This design comes from an exercise in tuning for small area and a short achievable clock period on the open sky130 flow, not from production work.
Only simulation tests tie the RTL to the original design; equivalence was not proved.
Power is estimated from default activity; no workload was simulated.

## harbor
==> flow/design.v (excerpt) <==
module main_mem_responder (
  input  logic        clk,
  input  logic        rst,
  input  logic        MemoryRequest,
  input  logic        MemoryWriteEnable,
  input  logic [15:0] MemoryAddressIn,
  input  logic [15:0] MemoryDataIn,
  output logic        MemStall,
  output logic        MemDataValid,
  output logic [15:0] MemDataOut,
  output logic [15:0] MemAddressOut
);
Size in the first run: roughly 12000 cells after synthesis, about 4600 flip-flops.
clock: 3.5 ns
lec_check: 0
cap_margin: 20
core_margin: 2
core_utilization: 40
cts_cluster_diameter: 80
cts_cluster_size: 24
setup_slack_margin: 1.2
slew_margin: 20
synth_hierarchical: 1
run.sh (not shown) runs the stock make flow with config.mk's settings and CLKGATE_MAP_FILE= SYNTH_SCRIPT=/design/flow/synth_recipe.tcl, a recipe that flattens the netlist after the stock synthesis.
### harbor -> yarrow
Settings: SETUP_SLACK_MARGIN changed from 1.2 to 1.3.
### Flow results
The global-route usage of harbor and that of yarrow are within noise of each other. Compared to harbor, yarrow has wire length about 1.3% higher. Compared with harbor, number of gates given a new drive strength after cts in yarrow increased by more than half. harbor reports its master of the slowest instance on the critical path as sky130_fd_sc_hd__a222oi_1 while yarrow reports sky130_fd_sc_hd__or4_4. yarrow -> harbor: portion of total power attributed to the clock network flat. Against harbor, yarrow comes in 2.3 points lower on portion of the clock cycle consumed by the worst path in the final layout. yarrow against harbor; wire length on met1 is up slightly. Going from harbor to yarrow, the met3 usage in global routing was found to have gone up by 0.26 points. Via count of the first global-routing pass delta (yarrow -> harbor): insignificant. Number of fill cells: harbor vs yarrow — no meaningful difference.
Setup changes, yarrow to sierra
Settings: SETUP_SLACK_MARGIN now 1.25, was 1.3; CORE_UTILIZATION now 45, was 40.
## What came out
[sierra vs yarrow] tap cell count: lower in sierra. Per the comparison of sierra with yarrow, global-route usage rose by 5.0 points, fmax has decreased. Critical path startpoint = rsel_q[1][10]: sierra; critical path startpoint = ra2_q[5]: yarrow. yarrow and sierra ended up with nearly the same total chip power. Final weighted congestion in routability-driven placement for sierra: 2.5% down relative to yarrow. Comparing yarrow and sierra, the higher largest fanout on the critical path is on sierra. Relative to yarrow, number of nets in the layout has gone up in sierra. Diff yarrow -> sierra: final HPWL from detailed placement saw an increase, required arrival time at the worst endpoint saw a decrease.
Inputs modified between sierra and indigo:
Settings: changing SETUP_SLACK_MARGIN from 1.25 to 1.3; changing CORE_UTILIZATION from 45 to 35.
Findings:
- Compared with sierra, indigo shows power dissipated in combinational cells that has gone up by a few percent.
- indigo has non-clock buffer count below what sierra had.
- Going from sierra to indigo, switching component of the power went up 0.52%, leakage dissipation went down by 2.8%, well-tap cell count +1125, setup slack after placement moved up.
- Area used by sequential logic in the layout: indigo vs sierra, no meaningful difference
- indigo — signal arrival time at the worst endpoint 0.02 ns lower, sierra as reference

## trial 94
main_mem_responder, a different RTL version from the one above (not shown whole).
Size in the first run: roughly 11000 cells after synthesis, roughly 70 I/O pins, ~0.14 mm2 of cells after synthesis.
## main_mem_responder
module main_mem_responder (
  input  logic        clk,
  input  logic        rst,
  input  logic        MemoryRequest,
  input  logic        MemoryWriteEnable,
  input  logic [15:0] MemoryAddressIn,
  input  logic [15:0] MemoryDataIn,
  output logic        MemStall,
  output logic        MemDataValid,
  output logic [15:0] MemDataOut,
  output logic [15:0] MemAddressOut
);
make LEC_CHECK=0 CAP_MARGIN=20 CORE_MARGIN=2 CORE_UTILIZATION=40 CTS_CLUSTER_DIAMETER=80 CTS_CLUSTER_SIZE=24 SETUP_SLACK_MARGIN=1.5 SLEW_MARGIN=20 SYNTH_HIERARCHICAL=1 finish   # period 3.5 ns
--- input diff trial 94..trial 87 ---
- SETUP_SLACK_MARGIN: 1.5 -> 1.2
==> comparison <==
When trial 87 is measured against trial 94, its final cell count turns out 240 lower. Higher largest stage delay on the critical path among trial 94 and trial 87: trial 94. Re share of the final layout cell area in multi-input gates: trial 87 is 0.63 points up on trial 94. Of the two values seen for launching instance or port of the critical path, rsel_q[0][0] was produced by trial 87 and rsel_q[0][27] by trial 94. | net switching fraction of the power | higher: trial 94 |.

## what the ideal ports hide
The results above use ideal ports. As a check the final layouts listed here were re-extracted and re-timed, cells and wires unchanged. Step 1: set_driving_cell puts a clkbuf_16 on clk and a buf_2 on each other input, an assumption about the parent block. Step 2 also shifts input and output timing later by t, the mid clock arrival at the registers, as if the neighbouring blocks saw the same clock. a / b / c = no drivers / after step 1 / after step 2; a / b = the first two.
| run | t (ns) | slack for setup (ns) | hold slack, ns | worst data-port slew with drivers (ns) | cell pins on the clock port's net |
|---|---|---|---|---|---|
| harbor | 1.024 | 1.114 / 1.114 / 0.686 | 0.187 / 0.115 / 0.331 | 0.31 | 1 |
| yarrow | 1.024 | 1.196 / 1.148 / 0.755 | 0.191 / 0.114 / 0.331 | 0.29 | 1 |
| sierra | 1.051 | 1.143 / 1.138 / 1.120 | 0.078 / -0.017 / 0.328 | 0.16 | 1 |
| indigo | 1.036 | 1.193 / 1.081 / 0.757 | 0.168 / 0.082 / 0.326 | 0.27 | 1 |
| trial 94 | 1.058 | 1.128 / 1.082 / 0.802 | 0.148 / 0.061 / 0.331 | 0.31 | 1 |
| trial 87 | 1.042 | 1.112 / 1.089 / 0.822 | 0.163 / 0.082 / 0.332 | 0.31 | 1 |
After both steps every run listed still meets setup and hold. For yarrow, which loses most, drivers alone change the setup slack by -0.048 ns; drivers and shift together by -0.441 ns.
